Background: an optimization exercise with open tools, aiming at small area and few clock cycles per item. Do not read the settings as production practice.
The RTL was checked by simulation tests, not by an equivalence proof against the original design.
Power is estimated from default activity; no workload was simulated.

## flow/design.v (module list and top-level ports; edited modules follow where they fit)
// module bbp_tables: 19 lines
// module bbp_mux16: 17 lines
// module bbp_aoi222: 11 lines
// module bbp_mac: 1343 lines
// module bbp_resolve: 111 lines
// module bbp_andw: 8 lines
// module bbp_fa: 10 lines
// module bbp_ha: 9 lines
// module bbp_bpp: 10 lines
// module barrier_basket_payoff: 180 lines
module barrier_basket_payoff #(
  parameter int unsigned MAX_ASSETS = bbp_pkg::MaxAssetsDefault,
  parameter int unsigned MAX_STEPS  = bbp_pkg::MaxStepsDefault
) (
  input  wire                                clk_i,
  input  wire                                rst_ni,
  input  wire                                cfg_we_i,
  input  wire  [bbp_pkg::CfgIdxW-1:0]        cfg_idx_i,
  input  wire  [bbp_pkg::CfgW-1:0]           cfg_data_i,
  input  wire                                s_axis_tvalid,
  output logic                               s_axis_tready,
  input  wire  [bbp_pkg::InDataW-1:0]        s_axis_tdata,
  input  wire                                s_axis_tuser,
  input  wire                                s_axis_tlast,
  output logic                               m_axis_tvalid,
  input  wire                                m_axis_tready,
  output logic [bbp_pkg::PriceW-1:0]         m_axis_tdata,
  output logic                               m_axis_tuser
);
  // ...
==> flow/run.sh <==
#!/bin/bash
# synth_recipe.tcl (not shown) runs the flow's synth.tcl, then flattens the netlist and writes it again
# the make line also repeats each setting of config.mk as NAME=value (left out here)
make -C /OpenROAD-flow-scripts/flow DESIGN_CONFIG=/design/flow/config.mk WORK_HOME=/design/flow/orfs CLKGATE_MAP_FILE= SYNTH_SCRIPT=/design/flow/synth_recipe.tcl finish
==> flow/config.mk <==
export PLATFORM = sky130hd
export DESIGN_NAME = barrier_basket_payoff
export DESIGN_NICKNAME = barrier_basket_payoff
export VERILOG_FILES = /design/flow/design.v
export SDC_FILE = /design/flow/constraint.sdc
export NUM_CORES = 4
export LEC_CHECK = 0
export CAP_MARGIN = 20
export CORE_MARGIN = 2
export CORE_UTILIZATION = 40
export CTS_BUF_LIST = sky130_fd_sc_hd__clkbuf_8 sky130_fd_sc_hd__clkbuf_16
export CTS_CLUSTER_DIAMETER = 100
export CTS_CLUSTER_SIZE = 30
export SLEW_MARGIN = 20
export SYNTH_HIERARCHICAL = 1
export SYNTH_MINIMUM_KEEP_SIZE = 0
==> flow/constraint.sdc <==
create_clock -name core_clock -period 10.0 [get_ports {clk_i}]
set_input_delay 2.0000 -clock core_clock [delete_from_list [all_inputs] [get_ports {clk_i}]]
set_output_delay 2.0000 -clock core_clock [all_outputs]
set_load 0.01 [all_outputs]
==> results.cfg, run 1 <==
[placement]
preCtsSetupSlack_ns = 0.697
dp_cells = 5862

[detailed_routing]
drt_drc_violations_left = 0
drt_iter0_drc = 4079
drt-met1-wl_mm = 67.9
wl_met3_mm = 9.75

[layout]
layout_commonest_cell = dfxtp_1
top_regs = ring_q (1280), sum_q (64)

[critical_path]
critPathCapture = sum_q[47]$_DFF_P_
r2r_start = s1_pos_q[3]$_DFF_P_
reg2reg_setup_slack_ns = 0.61
cp-end-kind = register
critical_path_buf_inv_count = 1
crit_family = adder cells
crit_top_cell = fa_1

[power_and_ir_drop]
vdd_drop_max_mv = 0.161
comb-power_mw = 1.53
intPower_mw = 7.93
leakagePower_nw = 22.7
p_switching_mw = 2.89

[floorplanning]
start_util_pct = 40.2
rows = 134

[synthesis]
synthSimpleGateAreaFrac_pct = 5.46
synth_fa_ha_area_share_pct = 15.7
synth-seq-cells = 1462
muxShareOfSynthArea_pct = 2.08

[cts]
clockBufferDepth = 3
cts_root_buffer = clkbuf_16
clk_latency_ns = 0.77

[grt]
grtUsageMet3_pct = 2.79
grt_max_degree = 57

[status]
outcome = timing/DRC/antenna clean

[timing]
rsz0062_at_grt = no
Testbench counts, summed over its fixed seeds: cycles 15,480, items 320.
==> inputs of run 2 (changes only) <==
==> flow/flow/run.sh (new file) <==
#!/bin/bash
# The standard layout (standard.sh) with two changes:
#  - after the standard synthesis, flow/downsize.tcl swaps the combinational
#    cells that synthesis sized up back to their _1 variants (same function
#    and pins); the layout's own repair steps size up what timing needs;
#  - every input and output port is buffered with buf_1 instead of the
#    default clkdlybuf4s50_1 (BUFFER_PORTS_ARGS).
# Each tool's output goes to a log file of its own in this folder.
set -euo pipefail
export BUFFER_PORTS_ARGS="-buffer_cell sky130_fd_sc_hd__buf_1"
R="orfs/results/${FLOW_PLATFORM}/barrier_basket_payoff/base"
bash standard.sh synth > make_synth.log 2>&1
ODB_IN="$R/1_synth.odb" ODB_OUT="$R/1_synth_small.odb" \
  openroad -no_init -exit flow/downsize.tcl > downsize.log 2>&1
mv "$R/1_synth_small.odb" "$R/1_synth.odb"
bash standard.sh > make_finish.log 2>&1
==> flow/flow/downsize.tcl (new file) <==
# Swap upsized combinational cells of the synthesized netlist to their _1
# variant (same function and pins); the layout's repair steps size them up
# again where timing needs it.
read_db $::env(ODB_IN)
set db [ord::get_db]
set block [[$db getChip] getBlock]
set n 0
foreach inst [$block getInsts] {
  set m [$inst getMaster]
  set name [$m getName]
  if {[regexp {^sky130_fd_sc_hd__(a22oi|a21oi|o21ai|nand2|nor2|xor2|xnor2|a22o|o22ai|a221oi|a211oi|and2|or2|nand3|nor3|and3|inv|buf|nor4|nand4|o21a|a21o)_([2-9]|1[0-9])$} $name -> base size]} {
    set new [$db findMaster sky130_fd_sc_hd__${base}_1]
    if {$new != "NULL"} {
      $inst swapMaster $new
      incr n
    }
  }
}
puts "downsized $n instances"
write_db $::env(ODB_OUT)
==> flow/standard.sh (new file) <==
#!/bin/bash
# synth_recipe.tcl (not shown) runs the flow's synth.tcl, then flattens the netlist and writes it again
# the make line also repeats each setting of config.mk as NAME=value (left out here)
make -C /OpenROAD-flow-scripts/flow DESIGN_CONFIG=/design/flow/config.mk WORK_HOME=/design/flow/orfs CLKGATE_MAP_FILE= SYNTH_SCRIPT=/design/flow/synth_recipe.tcl "${@:-finish}"
--- a/flow/config.mk
+++ b/flow/config.mk
@@ -8,8 +8,9 @@
 export CAP_MARGIN = 20
 export CORE_MARGIN = 2
-export CORE_UTILIZATION = 40
+export CORE_UTILIZATION = 55
 export CTS_BUF_LIST = sky130_fd_sc_hd__clkbuf_8 sky130_fd_sc_hd__clkbuf_16
 export CTS_CLUSTER_DIAMETER = 100
 export CTS_CLUSTER_SIZE = 30
+export GPL_TIMING_DRIVEN = 0
 export SLEW_MARGIN = 20
 export SYNTH_HIERARCHICAL = 1
removed: flow/run.sh
==> run 2 against run 1 <==
Net effect: still clean on timing, DRC and antenna; via count grew 2.0%; non-clock buffer count grew 108; global-route usage grew 7.8 points; cell area shrank 2.3%; synthesized area shrank 2.7%; sequential cell count is the same; synthesized cell count is the same; sequential share of layout area grew 1.2 points; clock skew shrank 0.061 ns; sequential power grew 0.8%; critical path depth grew 5; routed wire length shrank 3.1%; largest power group unchanged.
==> results.cfg, run 2 <==
[grt]
grtUsageMet3_pct = 4.76
grt_pass1_wl_mm = 217
gr-usage-met2_pct = 47.5
grt-ovfl-total = 0
gr-max-usage-layer = met2
grt_max_degree = 34
antenna_found_initial = 1
grtUsageMet1_pct = 40.7
grt_pass1_vias = 34600
grt_use_total_pct = 29.2

[critical_path]
cp.required_ns = 10.61
worst-setup-path-type = reg -> reg
cp_max_fo = 18
crit_top_cell = fa_1
cp_slowest_cell = xor2_4
crit_arrival_ns = 10.28
max_stage_delay_ns = 0.62
start_kind = register
cp-end-kind = register

[placement]
routabilityCongestion = 0.832
preCtsSetupSlack_ns = -0.244
hpwl_mm = 99.6
dp_cells = 5439
io_buffer_count = 185
dpl_cell_area_um2 = 57200

[layout]
design_area_um2 = 59200
final_cell_mix = dfxtp_1 (1374), a222oi_1 (401), fa_1 (282)
layout.nets = 4897
n_fill_cell = 7426
areaGrowthSynthToFinish_pct = 13.4
largest_reg_flops = 1280
drive_gt1_share_pct = 10.3
fin_cells = 5542
layout_commonest_cell = dfxtp_1
regMostFlops = ring_q
top_regs = ring_q (1280), sum_q (64)

[synthesis]
synth-warning-count = 7
syn_avg_cell_area_um2 = 13.6
synthCells = 3854
syn_nets = 4489
netlist_area_um2 = 52200

[timing]
layout_setup_ws_ns = 0.329
slew_viol_final = 0
worst_slew_pin_slew_ns = 1.28
rsz0062_at_grt = no
max_freq_mhz = 103
finalCritPeriodShare_pct = 96.7
fin_setup_tns_ns = 0
hold_viol = 0
setup_viol = 0
clock_skew_ns = 0.0644
finalCriticalPeriod_ns = 9.67
slew_headroom_pct = 14.8

[cts]
clock_sinks = 1462
cts_max_level = 2
tritoncts = yes
cts_buffers = 58
clk_pin_slew_ns = 0.11
clockBufferDepth = 3
cts_root_buffer = clkbuf_16
clk_latency_ns = 0.74

[detailed_routing]
vias_per_cell = 6.18
wl_per_cell_um = 26.0
vias = 34200
drt_drc_violations_left = 0
drt_pass1_iterations = 12
drt_iter0_drc = 4482
wirelength_mm = 144
drtAntennaViolNets = 0

[power_and_ir_drop]
finalPower_mw = 10.6
vdd_drop_max_mv = 0.150
leakagePower_nw = 22.8
power_density_nw_per_um2 = 179

[min_path]
hold_path_class = reg -> reg

[floorplanning]
die_y_um = 312
rows = 113
die_area_um2 = 97400
die_x_um = 312
io_pins = 188
start_util_pct = 55.2
core_region_area_um2 = 94600

[status]
outcome = timing/DRC/antenna clean

[run]
max_cap_violations = 0
run 2: cell count changes in the layout (fill, tap and decap cells not counted), sizes merged:
cell and delta:
inv +5, clkinv -4, clkbuf +16, clkdlybuf4s50 -184
buf +272, bufinv +1
run 2: final cells by class:
class                      count  area (um2)  share of cell area, %
multi-input combinational   2186       22200                   37.4
timing repair buffer         349        3150                   5.32
clock buffer                  58        1450                   2.45
inverter                     147         552                  0.932
antenna                        1        2.50                0.00423
sequential                  1462       29800                   50.4
tap                         1265        1580                   2.67
buffer                        58         238                  0.402
clock inverter                16         236                  0.399
run 2: where the power goes:
group	switching [mW]	internal [mW]
registers	0.210	6.12
clock network	1.80	1.12
logic	0.757	0.606
total	2.77	7.84
run 2: timing repair:
item                       4_1_cts  5_1_grt
setup buffers                   22        7
resized for setup                8        5
hold buffers                     0        0
setup endpoints to repair        2        2
pin swaps                        5        2
run 2: metrics by stage:
stage | utilization, % | hold WS, ns
floorplan | - | 0.330
global placement | 57.8 | 0.332
detailed placement | 60.5 | 0.336
CTS | 62.5 | 0.317
global route | 62.6 | 0.324
finish | 62.6 | 0.316
run 2: path summary, 6_finish.rpt:
| kind | from | end | slack, ns | depth (start not counted) |
|---|---|---|---|---|
| setup / recovery | s1_pos_q[3]$_DFF_P_ | cry_q[4]$_DFF_P_ | 0.33 | 28 |
| min in group asynchronous | rst_ni | strike_q[15]$_DFFE_PN0P_ | 1.15 | 1 |
| max in group asynchronous | rst_ni | acount_q[0]$_DFFE_PN1P_ | 8.32 | 2 |
| setup reg to reg | s1_pos_q[3]$_DFF_P_ | cry_q[4]$_DFF_P_ | 0.33 | 28 |
| hold / removal | ring_q[373]$_DFF_P_ | ring_q[453]$_DFF_P_ | 0.32 | 0 |
| hold reg to reg | ring_q[373]$_DFF_P_ | ring_q[453]$_DFF_P_ | 0.32 | 0 |
run 2: per-layer routing:
metal / part of all wire (%) / wire [um]
met2: 47 / 67500
met1: 44 / 62800
met3: 7.1 / 10200
met5: 0 / 0
met4: 2.5 / 3620
run 2: critical path, delay by kind of cell, from the launching register on:
family	cells	cell delay (ns)
xor gates and xnor gates	2	0.84
buffers and inverters	7	1.66
adders and majority gates	13	5.37
and+or+nand+nor	4	1.05
AOI/OAI and AO/OA	2	0.21
DFF	1	0.37
==> inputs of run 3 (changes only) <==
--- a/flow/config.mk
+++ b/flow/config.mk
@@ -8,9 +8,8 @@
 export CAP_MARGIN = 20
 export CORE_MARGIN = 2
-export CORE_UTILIZATION = 55
+export CORE_UTILIZATION = 40
 export CTS_BUF_LIST = sky130_fd_sc_hd__clkbuf_8 sky130_fd_sc_hd__clkbuf_16
 export CTS_CLUSTER_DIAMETER = 100
 export CTS_CLUSTER_SIZE = 30
-export GPL_TIMING_DRIVEN = 0
 export SLEW_MARGIN = 20
 export SYNTH_HIERARCHICAL = 1
==> run 3 against run 2 <==
Net effect: clock skew up 0.023 ns; sequential power down 0.8%; non-clock buffer count is 112 lower; worst hold slack worse by 0.021 ns; clock power is 4% higher; count of clock-buffer cells in the layout increased by 4; power increased by 0.94%; synthesized cell count unchanged; cell area fell by 2.2%; worst setup slack improved by 0.43 ns; sequential share of layout area grew 1.1 points; register-to-register slack improved by 0.43 ns; critical endpoint is now sum_q[47]$_DFF_P_.
==> results.cfg, run 3 <==
[status]
outcome = timing/DRC/antenna clean

[power_and_ir_drop]
finalPower_mw = 10.7
intPower_mw = 7.87
vdd_drop_max_mv = 0.150
power_density_nw_per_um2 = 185
leakagePower_nw = 22.1
pwr-share-clk_pct = 28.2
pwr-share-comb_pct = 13.1
pwr-share-seq_pct = 58.6
swShare_pct = 26.5
p_switching_mw = 2.84

[grt]
grt_use_total_pct = 21.2
grt_pass1_vias = 33700
grt-ovfl-total = 0
grt_pass1_wl_mm = 215
grt_max_degree = 65
antenna_found_initial = 7

[cts]
clk_pin_slew_ns = 0.11
tritoncts = yes
cts_max_level = 2
clock_sinks = 1462
cts_resized = 0
clk_latency_ns = 0.76
cts-hold-fix-buffers = 0
cts_buffers = 60
clockBufferDepth = 3
postCtsSetupBuffers = 0
cts_root_buffer = clkbuf_16

[synthesis]
syn_avg_cell_area_um2 = 13.6
netlist_area_um2 = 52200
synth-warning-count = 7
syn_nets = 4489
synthCells = 3854

[timing]
max_freq_mhz = 108
setup_viol = 0
clock_skew_ns = 0.0873
fin_setup_tns_ns = 0
hold_viol = 0
hold_ws_ns = 0.295
slew_viol_final = 0
slew_headroom_pct = 27.8
finalCritPeriodShare_pct = 92.4
layout_setup_ws_ns = 0.756
finalCriticalPeriod_ns = 9.24
rsz0062_at_grt = no
worst_slew_pin_slew_ns = 1.08

[detailed_routing]
vias = 33500
wirelength_mm = 145
wl_per_cell_um = 24.5
drt_drc_violations_left = 0
drtAntennaViolNets = 0
drt_iter0_drc = 4474
drt_pass1_iterations = 10
vias_per_cell = 5.68

[run]
max_cap_violations = 0

[placement]
dp_cells = 5832
routabilityCongestion = 0.833
preCtsSetupSlack_ns = 0.835
hpwl_mm = 91.3
dpl_cell_area_um2 = 56100
io_buffer_count = 185

[layout]
top_regs = ring_q (1280), sum_q (64)
final_cell_mix = dfxtp_1 (1386), a222oi_1 (401), fa_1 (282)
layout_commonest_cell = dfxtp_1
fin_util_pct = 44.7
design_area_um2 = 57900
areaGrowthSynthToFinish_pct = 10.9
largest_reg_flops = 1280
fin_cells = 5911
layout.nets = 4787
regMostFlops = ring_q
n_fill_cell = 11900
drive_gt1_share_pct = 8.90

[floorplanning]
io_pins = 188
die_y_um = 365
start_util_pct = 40.3
core_region_area_um2 = 129000
die_area_um2 = 133000
die_x_um = 365
rows = 132

[critical_path]
r2r_start = s1_pos_q[1]$_DFF_P_
start_kind = register
cp-end-kind = register
timing.rr.end = sum_q[47]$_DFF_P_
crit_arrival_ns = 9.83
r2r_cells = 24
cp_max_fo = 29
critPathCapture = sum_q[47]$_DFF_P_
critPathLaunch = s1_pos_q[1]$_DFF_P_
worst-setup-path-type = reg -> reg
reg2reg_setup_slack_ns = 0.76
cp.required_ns = 10.59

[min_path]
hold_path_class = reg -> reg
==> run 3: changes by cell type in the layout (fill, tap and decap cells not counted), moves of 11 or more <==
cell | before | now
buf_4 | 54 | 108
buf_6 | 39 | 0
buf_1 | 222 | 184
buf_16 | 34 | 0
buf_12 | 24 | 2
buf_8 | 13 | 0
dfxtp_1 | 1374 | 1386
dfxtp_2 | 13 | 1
clkbuf_1 | 11 | 0
==> run 3: how the worst min path moves through the flow <==
stage / startpoint / to / slack [ns] / cells past startpoint
global placement: ring_q[531]$_DFF_P_ / ring_q[611]$_DFF_P_ / 0.33 / 0
global route: ring_q[1019]$_DFF_P_ / ring_q[1099]$_DFF_P_ / 0.28 / 0
CTS: ring_q[1019]$_DFF_P_ / ring_q[1099]$_DFF_P_ / 0.29 / 0
detailed placement: ring_q[513]$_DFF_P_ / ring_q[593]$_DFF_P_ / 0.34 / 0
finish: ring_q[1019]$_DFF_P_ / ring_q[1099]$_DFF_P_ / 0.29 / 0
floorplan: ring_q[785]$_DFF_P_ / ring_q[865]$_DFF_P_ / 0.33 / 0
==> run 3: cell type report <==
type                            count  area, um2  area share [%]
Antenna cell                        1       2.50         0.00432
Clock buffer                       62       1550            2.68
Clock inverter                     16        294           0.508
Inverter                          147        552           0.953
Multi-Input combinational cell   2186      22000            38.0
Sequential cell                  1462      29800            51.5
Tap cell                         1742       2180            3.76
Timing Repair Buffer              295       1550            2.67
==> run 3: layer usage <==
layer / vias up / routed length (um) / track usage, %
met4: 2 / 2580 / 4.47
li1: 15100 / - / -
met1: 17100 / 65300 / 30.6
met5: - / 13 / 0
met3: 151 / 10900 / 3.00
met2: 1269 / 65800 / 34.0
==> run 3: critical path: stages, from the launching register on <==
cell      delay [ns]
dfxtp_1         0.39
nand2b_1        0.57
nor2_4          0.28
a222oi_1        0.43
and3_1          0.22
nand4_1         0.38
inv_1           0.38
nand3_1         0.14
o21ai_2         0.12
buf_4           0.42
a22oi_1         0.15
xnor2_1         0.22
fa_1            0.44
fa_1            0.46
fa_1            0.46
fa_1            0.43
fa_1            0.45
fa_1            0.40
fa_1            0.39
fa_1            0.40
fa_1            0.40
fa_1            0.39
fa_1            0.38
fa_1            0.39
fa_1            0.43
==> run 3: power by group through the flow <==
stage                     combinational, mW  sequential, mW  clock, mW
final                                  1.41            6.28       3.03
after global routing                   1.63            6.31       3.30
after detailed placement               1.42            6.41          0
after global placement                 1.37            6.40          0
after floorplan                       0.943            6.36          0
after CTS                              1.43            6.28       3.10
==> inputs of run 4 (changes only) <==
--- a/flow/config.mk
+++ b/flow/config.mk
@@ -8,5 +8,5 @@
 export CAP_MARGIN = 20
 export CORE_MARGIN = 2
-export CORE_UTILIZATION = 40
+export CORE_UTILIZATION = 50
 export CTS_BUF_LIST = sky130_fd_sc_hd__clkbuf_8 sky130_fd_sc_hd__clkbuf_16
 export CTS_CLUSTER_DIAMETER = 100
==> run 4 against run 3 <==
Net effect: first-iteration DRC count shrank 2.5%; via count grew 0.56%; highest routed layer unchanged; synthesized area is the same; routed wire length shrank 0.96%; global-route usage grew 5.2 points; still clean; sequential cell count is the same; largest cell class unchanged; count of clock-buffer cells in the layout is the same; maximum frequency grew 0.77%.
==> results.cfg, run 4 <==
[run]
max_cap_violations = 0

[timing]
finalCriticalPeriod_ns = 9.17
slew_headroom_pct = 21.6
rsz0062_at_grt = no
layout_setup_ws_ns = 0.827
setup_viol = 0
clock_skew_ns = 0.0603
hold_viol = 0
max_freq_mhz = 109
slew_viol_final = 0
worst_slew_pin_slew_ns = 1.17
hold_ws_ns = 0.322
finalCritPeriodShare_pct = 91.7
fin_setup_tns_ns = 0

[cts]
cts-hold-fix-buffers = 0
clk_latency_ns = 0.74
postCtsSetupBuffers = 0
cts_root_buffer = clkbuf_16
cts_buffers = 59
clk_pin_slew_ns = 0.11
clock_sinks = 1462
clockBufferDepth = 3
cts_max_level = 2
tritoncts = yes
cts_resized = 0

[synthesis]
synth-warning-count = 7
syn_nets = 4489
synthCells = 3854
netlist_area_um2 = 52200
syn_avg_cell_area_um2 = 13.6

[detailed_routing]
drtAntennaViolNets = 0
wirelength_mm = 143
vias = 33700
top_layer = met5
drt_drc_violations_left = 0
drt_iter0_drc = 4363
drt_pass1_iterations = 10
vias_per_cell = 6.08
wl_met2_mm = 65.0
drt-met1-wl_mm = 64.3
wl_met3_mm = 10.8
wl_per_cell_um = 25.8

[status]
outcome = timing/DRC/antenna clean

[power_and_ir_drop]
leakagePower_nw = 22.0
vdd_drop_max_mv = 0.150
finalPower_mw = 10.7
power_density_nw_per_um2 = 186

[floorplanning]
die_x_um = 327
die_area_um2 = 107000
core_region_area_um2 = 103000
io_pins = 188
rows = 118
die_y_um = 327
start_util_pct = 50.5

[grt]
grt_pass1_vias = 34200
grt_max_degree = 44
grt_pass1_wl_mm = 215
antenna_found_initial = 1
grt_use_total_pct = 26.5
grt-ovfl-total = 0

[critical_path]
cp-end-kind = register
worst-setup-path-type = reg -> reg
crit_arrival_ns = 9.76
start_kind = register
cp_max_fo = 16
cp.required_ns = 10.59

[layout]
layout_commonest_cell = dfxtp_1
layout.nets = 4784
final_cell_mix = dfxtp_1 (1386), a222oi_1 (401), fa_1 (282)
areaGrowthSynthToFinish_pct = 9.84
n_fill_cell = 8754
top_regs = ring_q (1280), sum_q (64)
regMostFlops = ring_q
largest_reg_flops = 1280
drive_gt1_share_pct = 8.67
n_antenna_cell = 0

[placement]
routabilityCongestion = 0.869
hpwl_mm = 89.6
io_buffer_count = 185
preCtsSetupSlack_ns = 0.957

[min_path]
hold_path_class = reg -> reg
[run 4: final timing paths]
path,startpoint,endpoint,slack (ns),cells past startpoint
max in group asynchronous,rst_ni,pos_q[2]$_DFF_PN0_,7.97,1
setup / recovery,s1_pos_q[3]$_DFF_P_,sum_q[47]$_DFF_P_,0.83,23
setup reg to reg,s1_pos_q[3]$_DFF_P_,sum_q[47]$_DFF_P_,0.83,23
hold / removal,ring_q[374]$_DFF_P_,ring_q[454]$_DFF_P_,0.32,0
min in group asynchronous,rst_ni,strike_q[13]$_DFFE_PN0P_,1.40,1
hold reg to reg,ring_q[374]$_DFF_P_,ring_q[454]$_DFF_P_,0.32,0
[run 4: area by class of cell]
type	count	area (um2)	area share (%)
flip-flops and latches	1462	29800	52.0
multi-input cells	2186	22000	38.3
well taps	1380	1730	3.01
clock buffers	62	1550	2.70
repair buffers	293	1510	2.63
inverters	147	552	0.962
clock inverters	14	235	0.410
[run 4: worst max-delay path: stages, from the launching register on]
cell      delay [ns]
dfxtp_1         0.59
nand3_1         0.27
nor2_2          0.87
a222oi_1        0.20
and3_1          0.24
nand4_1         0.40
inv_1           0.23
nand3_1         0.15
o21ai_2         0.14
a22oi_1         0.22
xnor2_1         0.12
fa_1            0.57
fa_1            0.46
fa_1            0.42
fa_1            0.43
fa_1            0.45
fa_1            0.42
fa_1            0.41
fa_1            0.43
fa_1            0.39
fa_1            0.39
fa_1            0.39
fa_1            0.40
fa_1            0.43
[run 4: metal layers]
layer,vias up,global-route usage (%)
li1,15000,-
met1,17100,38.2
met2,1386,41.9
met3,165,4.02
met4,2,6.70
met5,-,0
[run 4: through the flow]
step	instance area (um2)	cells	util [%]
2_1_floorplan	52400	3854	-
3_3_place_gp	55600	5468	53.7
3_5_place_dp	55600	5468	53.7
4_1_cts	57400	5544	55.4
5_1_grt	57400	5544	55.4
6_report	57400	5544	55.4
[run 4: power breakdown]
group          leakage [nW]  internal [mW]  switching (mW)  total, mW
clock                 0.873           1.16            1.82       2.97
combinational          9.13          0.590           0.828       1.42
sequential             12.0           6.12           0.166       6.28
total                  22.0           7.86            2.81       10.7
==> inputs of run 5 (changes only) <==
--- a/flow/config.mk
+++ b/flow/config.mk
@@ -6,5 +6,5 @@
 export NUM_CORES = 4
 export LEC_CHECK = 0
-export CAP_MARGIN = 20
+export CAP_MARGIN = 0
 export CORE_MARGIN = 2
 export CORE_UTILIZATION = 50
@@ -12,5 +12,5 @@
 export CTS_CLUSTER_DIAMETER = 100
 export CTS_CLUSTER_SIZE = 30
-export SLEW_MARGIN = 20
+export SLEW_MARGIN = 0
 export SYNTH_HIERARCHICAL = 1
 export SYNTH_MINIMUM_KEEP_SIZE = 0
==> run 5 against run 4 <==
Net effect: largest power group unchanged; worst setup slack better by 0.011 ns; still clean on timing, DRC and antenna; utilization stayed put; critical endpoint unchanged; count of clock-buffer cells in the layout stayed put.
==> results.cfg, run 5 <==
[status]
outcome = timing/DRC/antenna clean

[detailed_routing]
vias = 33700
drt_iter0_drc = 4363
wirelength_mm = 143
drtAntennaViolNets = 0
drt_drc_violations_left = 0
drt_pass1_iterations = 9
wl_per_cell_um = 25.8
vias_per_cell = 6.08

[layout]
largest_reg_flops = 1280
layout_commonest_cell = dfxtp_1
top_regs = ring_q (1280), sum_q (64)
regMostFlops = ring_q
fin_cells = 5544
areaGrowthSynthToFinish_pct = 9.84
fin_util_pct = 55.4
drive_gt1_share_pct = 8.67
n_antenna_cell = 0
regArea_um2 = 29800
n_fill_cell = 8754
multi_input_area_um2 = 22000
layout.nets = 4784
final_cell_mix = dfxtp_1 (1386), a222oi_1 (401), fa_1 (282)

[cts]
clk_latency_ns = 0.74
clockBufferDepth = 3
tritoncts = yes
cts_resized = 0
cts-hold-fix-buffers = 0
cts_buffers = 59
cts_max_level = 2
cts_root_buffer = clkbuf_16
clock_sinks = 1462
clk_pin_slew_ns = 0.11
postCtsSetupBuffers = 0

[critical_path]
cp.required_ns = 10.59
worst-setup-path-type = reg -> reg
cp-end-kind = register
reg2reg_setup_slack_ns = 0.84
cp_max_fo = 12
crit_arrival_ns = 9.75
start_kind = register

[grt]
grt-ovfl-total = 0
grt_max_degree = 44
antenna_found_initial = 1
grt_pass1_vias = 34200
grt_pass1_wl_mm = 215
grt_use_total_pct = 26.5

[power_and_ir_drop]
vdd_drop_max_mv = 0.150
power_density_nw_per_um2 = 186
leakagePower_nw = 22.0

[floorplanning]
die_x_um = 327
core_region_area_um2 = 103000
start_util_pct = 50.5
die_y_um = 327
die_area_um2 = 107000
rows = 118
io_pins = 188

[timing]
slew_headroom_pct = 20.8
rsz0062_at_grt = no
hold_viol = 0
finalCriticalPeriod_ns = 9.16
max_freq_mhz = 109
worst_slew_pin_slew_ns = 1.18
fin_setup_tns_ns = 0
slew_viol_final = 0
clock_skew_ns = 0.0589
setup_viol = 0
finalCritPeriodShare_pct = 91.6

[synthesis]
syn_avg_cell_area_um2 = 13.6
syn_nets = 4489
netlist_area_um2 = 52200
synth-warning-count = 7
synthCells = 3854

[placement]
hpwl_mm = 89.6
dp_cells = 5468
routabilityCongestion = 0.869
io_buffer_count = 185

[run]
max_cap_violations = 0

[min_path]
hold_path_class = reg -> reg
==> run 5: changes by cell type in the layout (fill, tap and decap cells not counted), sizes merged <==
cell,change
clkbuf,+1
buf,-1
==> run 5: path summary, 6_finish.rpt <==
| path | startpoint | to | cells past startpoint |
|---|---|---|---|
| setup / recovery | s1_pos_q[0]$_DFF_P_ | sum_q[47]$_DFF_P_ | 23 |
| min in group asynchronous | rst_ni | strike_q[13]$_DFFE_PN0P_ | 1 |
| setup reg to reg | s1_pos_q[0]$_DFF_P_ | sum_q[47]$_DFF_P_ | 23 |
| max in group asynchronous | rst_ni | pos_q[2]$_DFF_PN0_ | 1 |
| hold reg to reg | ring_q[374]$_DFF_P_ | ring_q[454]$_DFF_P_ | 0 |
| hold / removal | ring_q[374]$_DFF_P_ | ring_q[454]$_DFF_P_ | 0 |
==> run 5: final cells by class <==
type	count	share of cell area (%)
tap	1380	3.01
inverter	147	0.962
timing repair buffer	293	2.63
multi-input combinational	2186	38.3
clock inverter	14	0.410
clock buffer	62	2.70
sequential	1462	52.0
==> run 5: through the flow <==
step                      power, mW  instance area (um2)  worst slack [ns]  hold WS, ns
after CTS                      10.8                57400             0.873        0.315
final                          10.7                57400             0.838        0.324
after global routing           11.2                57400             0.368        0.329
after floorplan                7.31                52400            -0.759        0.330
after global placement         7.81                55600              1.01        0.331
after detailed placement       7.84                55600             0.957        0.336
==> run 5: where the power goes <==
group	switching, mW	total (mW)	internal [mW]
Sequential	0.166	6.28	6.12
Combinational	0.828	1.42	0.590
Clock	1.82	2.97	1.16
Total	2.81	10.7	7.86
==> run 5: routing by layer <==
layer,track usage (%),vias up,part of all wire [%]
li1,-,15000,-
met1,38.2,17100,45
met2,41.9,1349,45
met3,4.02,163,7.4
met4,6.70,2,2.2
met5,0,-,0.0091
==> run 5: critical path: stages (launching register included) <==
cell      delay, ns
dfxtp_1        0.38
or2_1          0.47
nor2_2         0.25
buf_4          0.27
a222oi_1       0.34
and3_1         0.20
nand4_1        0.37
nand2b_1       0.30
o21ai_2        0.50
a22oi_1        0.17
xnor2_1        0.22
fa_1           0.47
fa_1           0.43
fa_1           0.48
fa_1           0.46
fa_1           0.45
fa_1           0.42
fa_1           0.41
fa_1           0.43
fa_1           0.39
fa_1           0.39
fa_1           0.39
fa_1           0.40
fa_1           0.43
==> inputs of run 6 (changes only) <==
==> flow/config.mk (replaced) <==
export PLATFORM = sky130hd
export DESIGN_NAME = barrier_basket_payoff
export DESIGN_NICKNAME = barrier_basket_payoff
export VERILOG_FILES = /design/flow/design.v
export SDC_FILE = /design/flow/constraint.sdc
export NUM_CORES = 4
export LEC_CHECK = 0
export CAP_MARGIN = 20
export CORE_MARGIN = 2
export CORE_UTILIZATION = 40
export CTS_BUF_LIST = sky130_fd_sc_hd__clkbuf_8
export CTS_CLUSTER_DIAMETER = 70
export CTS_CLUSTER_SIZE = 20
export SLEW_MARGIN = 20
export SYNTH_HIERARCHICAL = 1
export SYNTH_MINIMUM_KEEP_SIZE = 0
==> run 6 against run 5 <==
Net effect: register-to-register slack lost 0.096 ns; die area grew 25%; cell area grew 0.88%; clock power is essentially flat; combinational power is essentially flat; first-iteration DRC count grew 3.9%; final cell count grew 7.5%; maximum frequency shrank 1.0%; clock skew shrank 0.0083 ns; sequential power is essentially flat; sequential share of layout area shrank 0.45 points; non-clock buffer count grew 2; largest power group unchanged.
==> results.cfg, run 6 <==
[detailed_routing]
vias = 33600
drt_drc_violations_left = 0
wirelength_mm = 145
wl_per_cell_um = 24.3
drt_pass1_iterations = 10
drt_iter0_drc = 4532
vias_per_cell = 5.63
drtAntennaViolNets = 0

[synthesis]
syn_nets = 4489
synth-warning-count = 7
syn_avg_cell_area_um2 = 13.6
synthCells = 3854
netlist_area_um2 = 52200

[power_and_ir_drop]
power_density_nw_per_um2 = 184
vdd_drop_max_mv = 0.154
leakagePower_nw = 22.1

[layout]
final_cell_mix = dfxtp_1 (1386), a222oi_1 (401), fa_1 (282)
regMostFlops = ring_q
largest_reg_flops = 1280
areaGrowthSynthToFinish_pct = 10.8
layout_commonest_cell = dfxtp_1
fin_util_pct = 44.7
layout.nets = 4822
top_regs = ring_q (1280), sum_q (64)
drive_gt1_share_pct = 9.98

[placement]
hpwl_mm = 91.3
io_buffer_count = 185
preCtsSetupSlack_ns = 0.835
routabilityCongestion = 0.833

[timing]
setup_viol = 0
hold_ws_ns = 0.334
hold_viol = 0
rsz0062_at_grt = no
finalCriticalPeriod_ns = 9.26
finalCritPeriodShare_pct = 92.6
clock_skew_ns = 0.0506
slew_viol_final = 0
worst_slew_pin_slew_ns = 1.06
layout_setup_ws_ns = 0.742
max_freq_mhz = 108
slew_headroom_pct = 29.3

[cts]
clockBufferDepth = 3
cts-hold-fix-buffers = 0
clk_latency_ns = 0.87
clock_sinks = 1462
clk_pin_slew_ns = 0.12
cts_buffers = 95
cts_resized = 0
tritoncts = yes
cts_root_buffer = clkbuf_8
cts_max_level = 3
postCtsSetupBuffers = 0

[grt]
antenna_found_initial = 9
grt_pass1_vias = 34100
grt_max_degree = 65
grt_use_total_pct = 21.5
grt_pass1_wl_mm = 216
grt-ovfl-total = 0

[critical_path]
timing.rr.end = sum_q[47]$_DFF_P_
worst-setup-path-type = reg -> reg
reg2reg_setup_slack_ns = 0.74
critPathLaunch = s1_pos_q[1]$_DFF_P_
critPathCapture = sum_q[47]$_DFF_P_
cp-end-kind = register
start_kind = register
r2r_start = s1_pos_q[1]$_DFF_P_
crit_arrival_ns = 9.97
cp.required_ns = 10.71
r2r_cells = 24
cp_max_fo = 29

[floorplanning]
die_area_um2 = 133000
io_pins = 188
die_x_um = 365
start_util_pct = 40.3
core_region_area_um2 = 129000
rows = 132
die_y_um = 365

[run]
max_cap_violations = 0

[status]
outcome = timing/DRC/antenna clean

[min_path]
hold_path_class = reg -> reg
run 6: cell count changes in the layout (fill, tap and decap cells not counted), sizes merged:
cell and change:
inv +14, clkinv -1, buf +3, clkinvlp +1
bufinv +2, diode +2, clkbuf +35
run 6: worst min path at each step:
stage / from / to / slack (ns) / depth (start not counted)
after floorplan: ring_q[785]$_DFF_P_ / ring_q[865]$_DFF_P_ / 0.33 / 0
after global placement: ring_q[531]$_DFF_P_ / ring_q[611]$_DFF_P_ / 0.33 / 0
after detailed placement: ring_q[513]$_DFF_P_ / ring_q[593]$_DFF_P_ / 0.34 / 0
after CTS: ring_q[102]$_DFF_P_ / ring_q[182]$_DFF_P_ / 0.32 / 0
after global routing: ring_q[824]$_DFF_P_ / ring_q[904]$_DFF_P_ / 0.33 / 0
final: ring_q[964]$_DFF_P_ / ring_q[1044]$_DFF_P_ / 0.33 / 0
run 6: worst max-delay path: stages (launching register included):
cell      delay (ns)
dfxtp_1         0.39
nand2b_1        0.58
nor2_4          0.28
a222oi_1        0.42
and3_1          0.22
nand4_1         0.38
inv_1           0.39
nand3_1         0.14
o21ai_2         0.13
buf_4           0.41
a22oi_1         0.15
xnor2_1         0.22
fa_1            0.43
fa_1            0.45
fa_1            0.46
fa_1            0.43
fa_1            0.45
fa_1            0.40
fa_1            0.39
fa_1            0.40
fa_1            0.40
fa_1            0.39
fa_1            0.38
fa_1            0.39
fa_1            0.43
run 6: area by class of cell:
class / instances / area [um2]
fillers: 11900 / 71600
flip-flops and latches: 1462 / 29800
repair buffers: 295 / 1550
multi-input cells: 2186 / 22000
clock buffers: 98 / 1350
inverters: 147 / 552
well taps: 1742 / 2180
diodes: 2 / 5.00
clock inverters: 30 / 433
run 6: where the power goes:
group          internal [mW]  total, mW  switching, mW
registers               6.12       6.28          0.162
clock network           1.02       2.95           1.93
logic                  0.586       1.41          0.820
run 6: per-layer routing:
| metal | part of all wire (%) | track usage [%] | wire length [um] | vias up |
|---|---|---|---|---|
| met1 | 45 | 30.5 | 65700 | 17000 |
| li1 | - | - | - | 15100 |
| met3 | 7.4 | 3.67 | 10800 | 189 |
| met2 | 45 | 34.1 | 65700 | 1264 |
| met5 | 0.0090 | 0 | 13 | - |
| met4 | 2.0 | 5.15 | 2920 | 2 |
run 6: through the flow:
stage          total power, mW  area (um2)  cells  setup TNS, ns
3_5_place_dp              7.82       56100   5832              0
4_1_cts                   10.7       57900   5960              0
6_report                  10.6       57900   5962              0
5_1_grt                   11.2       57900   5961              0
3_3_place_gp              7.78       56100   5832              0
2_1_floorplan             7.31       52400   3854          -4.51

## afterwards: timing with drivers on the ports
The results above use ideal ports. As a check the final layouts listed here were re-extracted and re-timed, cells and wires unchanged.
Step 1 sets driving cells, clkbuf_16 on the clock port and buf_2 on the other inputs (assumed; they add their load-dependent delay and slew).
Step 2, shift: input delay + t, output delay - t, t = (earliest + latest rising clock arrival at the registers) / 2. This alone moves slack from input paths to output paths.
a / b / c = ideal / step 1 / step 2; a / b = the first two.
run | t (ns) | slack for setup (ns) | worst setup path after step 2
run 1 | 0.792 | 0.611 / 0.611 / 0.611 | register to register
run 2 | 0.784 | 0.329 / 0.329 / 0.329 | register to register
run 3 | 0.786 | 0.756 / 0.756 / 0.756 | register to register
run 4 | 0.783 | 0.827 / 0.827 / 0.827 | register to register
run 5 | 0.782 | 0.838 / 0.838 / 0.838 | register to register
run 6 | 0.916 | 0.742 / 0.742 / 0.742 | register to register
After both steps setup and hold are still met in every run listed.
